What follows belongs to an exercise in optimizing a design on an open flow for small area, a short achievable clock period and few clock cycles per item; a production flow would make more cautious choices. RTL that was checked went through simulation tests only; none was proved equivalent to the original.

==> flow/design.v <==
package acc_pkg;
  typedef union packed {
    logic [4*8-1:0]    word;
    logic [3:0][8-1:0] pix;   
  } pixel_word_t;
  typedef logic [1:0] slot_t;
  typedef logic [$clog2((16 / 4))-1:0] word_idx_t;
  typedef logic [2:0][5:0][8-1:0] window_t;
endpackage
`timescale 1ns/1ps
module acc_control (
  input  logic        clk,
  input  logic        reset,
  input  logic        start,
  output logic [15:0] addr,
  output logic        en,
  output logic        we,
  output logic        finish,
  output logic        sel_lo,
  output logic        dup,
  output logic        first
);
  logic       busy;
  logic       en_q, we_q, fin_q;
  logic [4:0] addr_q;
  logic [6:0] cnt;        
  logic [6:0] nxt;
  logic       first_q;
  assign addr   = {10'd0, we_q, addr_q};
  assign en     = en_q;
  assign we     = we_q;
  assign finish = fin_q;
  assign nxt    = cnt + 7'd1;
  assign sel_lo  = cnt[0];                       
  assign dup     = (cnt >= 7'd1) && (cnt <= 7'd8);
  assign first = first_q;
  always_ff @(posedge clk or posedge reset) begin
    if (reset) begin
      busy  <= 1'b0;
      en_q  <= 1'b0;
      fin_q <= 1'b0;
    end else begin
      if (!busy) begin
        if (fin_q) begin
          if (!start) fin_q <= 1'b0;
        end else if (start) begin
          busy <= 1'b1;
          en_q <= 1'b1;    
        end
      end else if (cnt == 7'd77) begin
        busy  <= 1'b0;
        en_q  <= 1'b0;
        fin_q <= 1'b1;
      end else if (!nxt[0]) begin
        en_q <= (nxt <= 7'd70);    
      end else begin
        en_q <= (nxt >= 7'd15);    
      end
    end
  end
  always_ff @(posedge clk) begin
    first_q <= (nxt[2:0] == 3'd2);
    if (!busy) begin
      cnt    <= '0;
      we_q   <= 1'b0;
      addr_q <= '0;
    end else begin
      cnt    <= nxt;
      we_q   <= nxt[0] && (nxt >= 7'd15);   
      if (nxt[0])      addr_q <= 5'(cnt[6:1] - 6'd7);
      else if (nxt[6]) addr_q <= {3'b111, nxt[2:1]};   
      else             addr_q <= nxt[5:1];
    end
  end
endmodule
`timescale 1ns/1ps
module line_buffer (
  input  logic        clk,
  input  logic        sel_lo,
  input  logic        dup,
  input  logic [31:0] dataR,
  output logic [15:0] bot,
  output logic [15:0] mid,
  output logic [15:0] top
);
  logic [15:0] stage;
  logic [15:0] h [0:16];
  logic [15:0] din;
  always_comb begin
    if (sel_lo) din = dataR[15:0];
    else             din = stage;
  end
  always_ff @(posedge clk) begin
    stage <= dataR[31:16];
    h[0]  <= din;
    for (int i = 1; i < 17; i++) h[i] <= h[i-1];
    if (dup) h[8] <= din;
  end
  assign bot = h[0];
  assign mid = h[8];
  assign top = h[16];
endmodule
`timescale 1ns/1ps
module sobel_unit (
  input  logic        clk,
  input  logic        first,   
  input  logic [15:0] bot,
  input  logic [15:0] mid,
  input  logic [15:0] top,
  output logic [15:0] result
);
  logic [9:0] s_vs0, s_vs1;
  logic [8:0] s_vd0, s_vd1;
  logic [9:0] n_vs0, n_vs1;
  logic [8:0] n_vd0, n_vd1;
  logic       n_first;
  logic [9:0] b_vs0, b_vs1;
  logic [8:0] b_vd0, b_vd1;
  logic [9:0] a_vs;
  logic [8:0] a_vd;
  logic [4*11-1:0] g_d;         
  logic [4*10-1:0] a_d, a_q;     
  always_comb begin
    s_vs0 = {2'b00, top[7:0]}  + {1'b0, mid[7:0], 1'b0}  + {2'b00, bot[7:0]};
    s_vs1 = {2'b00, top[15:8]} + {1'b0, mid[15:8], 1'b0} + {2'b00, bot[15:8]};
    s_vd0 = {1'b0, top[7:0]}  - {1'b0, bot[7:0]};
    s_vd1 = {1'b0, top[15:8]} - {1'b0, bot[15:8]};
  end
  always_ff @(posedge clk) begin
    n_vs0   <= s_vs0;
    n_vs1   <= s_vs1;
    n_vd0   <= s_vd0;
    n_vd1   <= s_vd1;
    n_first <= first;
    b_vs0   <= n_vs0;
    b_vs1   <= n_vs1;
    b_vd0   <= n_vd0;
    b_vd1   <= n_vd1;
    a_vs    <= n_first ? n_vs0 : b_vs1;
    a_vd    <= n_first ? n_vd0 : b_vd1;
  end
  logic [9:0] c_vs;
  logic [8:0] c_vd;
  assign c_vs = n_first ? b_vs1 : n_vs0;
  assign c_vd = n_first ? b_vd1 : n_vd0;
  always_comb begin
    g_d[0  +: 11] = $signed({1'b0, b_vs1}) - $signed({1'b0, a_vs});
    g_d[11 +: 11] = 11'($signed(a_vd)) + 11'($signed(b_vd1)) + (11'($signed(b_vd0)) <<< 1);
    g_d[22 +: 11] = $signed({1'b0, c_vs}) - $signed({1'b0, b_vs0});
    g_d[33 +: 11] = 11'($signed(b_vd0)) + 11'($signed(c_vd)) + (11'($signed(b_vd1)) <<< 1);
  end
  always_comb begin
    for (int k = 0; k < 4; k++)
      a_d[10*k +: 10] = {g_d[11*k + 8 +: 3] != {3{g_d[11*k + 10]}}, g_d[11*k + 10],
                         g_d[11*k +: 8] ^ {8{g_d[11*k + 10]}}};
  end
  always_ff @(posedge clk) a_q <= a_d;
  always_comb begin
    logic [9:0] sum;
    for (int c = 0; c < 2; c++) begin
      sum = {2'b00, a_q[20*c +: 8]} + {2'b00, a_q[20*c + 10 +: 8]}
          + {9'd0, a_q[20*c + 8]} + {9'd0, a_q[20*c + 18]};
      result[8*c +: 8] = (a_q[20*c + 9] || a_q[20*c + 19] || sum[9:8] != 2'b00)
                       ? 8'hFF : sum[7:0];
    end
  end
endmodule
`timescale 1ns/1ps
module acc_top (
  input  logic        clk,
  input  logic        reset,
  input  logic        start,
  output logic [15:0] addr,
  output logic        en,
  output logic        we,
  input  logic [31:0] dataR,
  output logic [31:0] dataW,
  output logic        finish
);
  logic        sel_lo;      
  logic        dup;         
  logic        first;       
  logic [15:0] bot, mid, top;   
  logic [15:0] result;
  acc_control u_control (
    .clk     (clk),
    .reset   (reset),
    .start   (start),
    .addr    (addr),
    .en      (en),
    .we      (we),
    .finish  (finish),
    .sel_lo  (sel_lo),
    .dup     (dup),
    .first   (first)
  );
  line_buffer u_line_buffer (
    .clk     (clk),
    .sel_lo  (sel_lo),
    .dup     (dup),
    .dataR   (dataR),
    .bot     (bot),
    .mid     (mid),
    .top     (top)
  );
  sobel_unit u_sobel (
    .clk    (clk),
    .first  (first),
    .bot    (bot),
    .mid    (mid),
    .top    (top),
    .result (result)
  );
  always_ff @(posedge clk) dataW <= {result, dataW[31:16]};
endmodule
==> flow/config.mk <==
export PLATFORM = sky130hd
export DESIGN_NAME = acc_top
export DESIGN_NICKNAME = acc_top
export VERILOG_FILES = /design/flow/design.v
export SDC_FILE = /design/flow/constraint.sdc
export NUM_CORES = 4
export LEC_CHECK = 0
export CAP_MARGIN = 20
export CORE_MARGIN = 2
export CORE_UTILIZATION = 65
export CTS_CLUSTER_DIAMETER = 80
export CTS_CLUSTER_SIZE = 30
export PLACE_DENSITY = 0.75
export SLEW_MARGIN = 20
==> flow/constraint.sdc <==
create_clock -name core_clock -period 12.5 [get_ports {clk}]
set_input_delay 2.5000 -clock core_clock [delete_from_list [all_inputs] [get_ports {clk}]]
set_output_delay 2.5000 -clock core_clock [all_outputs]
set_load 0.01 [all_outputs]
standard.sh (not shown) runs the stock make flow with config.mk's settings and CLKGATE_MAP_FILE= SYNTH_SCRIPT=/design/flow/synth_recipe.tcl, a recipe that flattens the netlist after the stock synthesis.
==> flow/flow/run.sh <==
#!/bin/bash
# The standard layout, with plain buffers (not delay buffers) on the ports.
set -euo pipefail
bash standard.sh "BUFFER_PORTS_ARGS=-buffer_cell sky130_fd_sc_hd__buf_2" finish > standard_flow.log 2>&1
Change:
--- a/flow/design.v
+++ b/flow/design.v
@@ -114,6 +114,8 @@
   logic [9:0] n_vs0, n_vs1;
   logic [8:0] n_vd0, n_vd1;
   logic       n_first;
+  logic [9:0] c_vs;
+  logic [8:0] c_vd;
   logic [9:0] b_vs0, b_vs1;
   logic [8:0] b_vd0, b_vd1;
   logic [9:0] a_vs;
@@ -132,6 +134,8 @@
     n_vd0   <= s_vd0;
     n_vd1   <= s_vd1;
     n_first <= first;
+    c_vs    <= first ? n_vs1 : s_vs0;
+    c_vd    <= first ? n_vd1 : s_vd0;
     b_vs0   <= n_vs0;
     b_vs1   <= n_vs1;
     b_vd0   <= n_vd0;
@@ -139,10 +143,6 @@
     a_vs    <= n_first ? n_vs0 : b_vs1;
     a_vd    <= n_first ? n_vd0 : b_vd1;
   end
-  logic [9:0] c_vs;
-  logic [8:0] c_vd;
-  assign c_vs = n_first ? b_vs1 : n_vs0;
-  assign c_vd = n_first ? b_vd1 : n_vd0;
   always_comb begin
     g_d[0  +: 11] = $signed({1'b0, b_vs1}) - $signed({1'b0, a_vs});
     g_d[11 +: 11] = 11'($signed(a_vd)) + 11'($signed(b_vd1)) + (11'($signed(b_vd0)) <<< 1);
=> The new run produced a clean layout; final area goes up by 0.81%; global-route usage goes up by 0.82 points; non-clock buffer count goes down by 1; die area goes up by 0.67%; setup slack gains 0.29 ns; sequential share of layout area goes up by 1.6 points; core utilization goes down by 0.87 points; worst hold slack is about the same.
No run of this note included a check of the RTL's function; only the layout flow was run.

---

yarrow:
Another version of the RTL of acc_top (not shown whole).
Size in the first run: about 1300 cells after synthesis, about 86 I/O pins.
==> module sobel_unit, before the edit <==
module sobel_unit (
  input  logic        clk,
  input  logic        first,   
  input  logic [15:0] bot,
  input  logic [15:0] mid,
  input  logic [15:0] top,
  output logic [15:0] result   
);
  logic [9:0] s_vs0, s_vs1;
  logic [8:0] s_vd0, s_vd1;
  logic [9:0] n_vs0, n_vs1;
  logic [8:0] n_vd0, n_vd1;
  logic       n_first;    
  logic       n_inner;    
  logic [9:0] b_vs0, b_vs1;
  logic [8:0] b_vd0, b_vd1;
  logic [4*11-1:0] g_d, g_q;   
  always_comb begin
    s_vs0 = {2'b00, top[7:0]}  + {1'b0, mid[7:0], 1'b0}  + {2'b00, bot[7:0]};
    s_vs1 = {2'b00, top[15:8]} + {1'b0, mid[15:8], 1'b0} + {2'b00, bot[15:8]};
    s_vd0 = {1'b0, top[7:0]}  - {1'b0, bot[7:0]};
    s_vd1 = {1'b0, top[15:8]} - {1'b0, bot[15:8]};
  end
  always_ff @(posedge clk) begin
    n_vs0   <= s_vs0;
    n_vs1   <= s_vs1;
    n_vd0   <= s_vd0;
    n_vd1   <= s_vd1;
    n_first <= first;
    n_inner <= !first;
    b_vs0   <= n_vs0;
    b_vs1   <= n_vs1;
    b_vd0   <= n_vd0;
    b_vd1   <= n_vd1;
  end
  logic [9:0] r_vs, l_vs;   
  logic [8:0] r_vd, l_vd;
  assign r_vs = n_first ? b_vs1 : n_vs0;
  assign r_vd = n_first ? b_vd1 : n_vd0;
  assign l_vs = n_inner ? b_vs1 : n_vs0;
  assign l_vd = n_inner ? b_vd1 : n_vd0;
  always_comb begin
    g_d[0  +: 11] = $signed({1'b0, r_vs}) - $signed({1'b0, b_vs0});
    g_d[11 +: 11] = 11'($signed(b_vd0)) + 11'($signed(r_vd)) + (11'($signed(b_vd1)) <<< 1);
    g_d[22 +: 11] = $signed({1'b0, n_vs1}) - $signed({1'b0, l_vs});
    g_d[33 +: 11] = 11'($signed(l_vd)) + 11'($signed(n_vd1)) + (11'($signed(n_vd0)) <<< 1);
  end
  always_ff @(posedge clk) g_q <= g_d;
  always_comb begin
    logic [10:0] gx, gy;
    logic        sx, sy, hx, hy;
    logic [7:0]  lx, ly;
    logic [9:0]  sum;
    for (int c = 0; c < 2; c++) begin
      gx = g_q[22*c +: 11];
      gy = g_q[22*c + 11 +: 11];
      sx = gx[10];
      sy = gy[10];
      hx = (gx[10:8] != {3{sx}});
      hy = (gy[10:8] != {3{sy}});
      lx = gx[7:0] ^ {8{sx}};
      ly = gy[7:0] ^ {8{sy}};
      sum = {2'b00, lx} + {2'b00, ly} + {9'd0, sx} + {9'd0, sy};
      result[8*c +: 8] = (hx || hy || sum[9:8] != 2'b00) ? 8'hFF : sum[7:0];
    end
  end
endmodule
export LEC_CHECK = 0
export CAP_MARGIN = 20
export CORE_MARGIN = 2
export CORE_UTILIZATION = 65
export CTS_CLUSTER_DIAMETER = 80
export CTS_CLUSTER_SIZE = 30
export PLACE_DENSITY = 0.75
export SLEW_MARGIN = 20
create_clock -name core_clock -period 12.5 [get_ports {clk}]
Scripts as last shown in full above: flow/flow/run.sh
Testbench counts of yarrow, summed over its fixed seeds: cycles 10,480, images 128.
[inputs] lagoon vs yarrow
--- a/flow/design.v
+++ b/flow/design.v
@@ -112,10 +112,9 @@
   logic [9:0] s_vs0, s_vs1;
   logic [8:0] s_vd0, s_vd1;
   logic [9:0] n_vs0, n_vs1;
   logic [8:0] n_vd0, n_vd1;
-  logic       n_first;    
-  logic       n_inner;    
+  logic       n_first;
   logic [9:0] b_vs0, b_vs1;
   logic [8:0] b_vd0, b_vd1;
   logic [4*11-1:0] g_d, g_q;   
   always_comb begin
@@ -129,9 +128,8 @@
     n_vs1   <= s_vs1;
     n_vd0   <= s_vd0;
     n_vd1   <= s_vd1;
     n_first <= first;
-    n_inner <= !first;
     b_vs0   <= n_vs0;
     b_vs1   <= n_vs1;
     b_vd0   <= n_vd0;
     b_vd1   <= n_vd1;
@@ -139,10 +137,10 @@
   logic [9:0] r_vs, l_vs;   
   logic [8:0] r_vd, l_vd;
   assign r_vs = n_first ? b_vs1 : n_vs0;
   assign r_vd = n_first ? b_vd1 : n_vd0;
-  assign l_vs = n_inner ? b_vs1 : n_vs0;
-  assign l_vd = n_inner ? b_vd1 : n_vd0;
+  assign l_vs = n_first ? n_vs0 : b_vs1;
+  assign l_vd = n_first ? n_vd0 : b_vd1;
   always_comb begin
     g_d[0  +: 11] = $signed({1'b0, r_vs}) - $signed({1'b0, b_vs0});
     g_d[11 +: 11] = 11'($signed(b_vd0)) + 11'($signed(r_vd)) + (11'($signed(b_vd1)) <<< 1);
     g_d[22 +: 11] = $signed({1'b0, n_vs1}) - $signed({1'b0, l_vs});
--- outcome ---
Diff yarrow -> lagoon | count of placed standard cells including taps | down slightly. Between yarrow and lagoon, the register share of the cell area does not differ in any meaningful way. Diff lagoon..yarrow | fraction of the yosys area taken by sequential cells | negligible. As far as vertical die dimension is concerned, yarrow and lagoon perform about the same. Against yarrow, worst setup slack in lagoon came out better. Looking at cell count after synthesis across yarrow and lagoon, the one that comes out higher is yarrow. yarrow -> lagoon: number of buffers added on ports delta 0, exact match. Floorplan core area: lagoon vs yarrow down 2.0%. lagoon vs yarrow — combined area of all synthesized cells dropped slightly. Between yarrow and lagoon, the difference in clock input transition at the sequential cells of the worst setup and hold paths is negligible. Going from yarrow to lagoon, the share of cells above drive strength 1 was found to have gone up by 0.30 points.
For lagoon, only the layout was checked, not whether the RTL still works.

==> re-timing with driven ports <==
In the flow no input, the clock included, has a driving cell. The finished layouts below were timed again as built, in two steps. Step 1 sets driving cells, clkbuf_16 on the clock port and buf_2 on the other inputs (assumed; they add their load-dependent delay and slew). Step 2 moves the port delays by t, midway between the first and last clock arrival at a register: inputs arrive t later, outputs are due t later. That takes back most of the time a late clock gives input paths. a / b / c = ideal / step 1 / step 2; a / b = the first two.
run | t, ns | slack for setup (ns) | worst hold slack (ns) | clock arrival spread, ns
the first run of note 1 | 0.573 | 8.608 / 8.608 / 8.608 | 0.331 / 0.331 / 0.331 | 0.017 / 0.016
the second run of note 1 | 0.587 | 8.894 / 8.844 / 9.257 | 0.330 / 0.330 / 0.330 | 0.036 / 0.036
yarrow | 0.575 | 8.922 / 8.874 / 9.011 | 0.330 / 0.330 / 0.330 | 0.018 / 0.019
lagoon | 0.567 | 8.932 / 8.884 / 9.024 | 0.327 / 0.327 / 0.327 | 0.022 / 0.022
After both steps setup and hold are still met in every run listed.
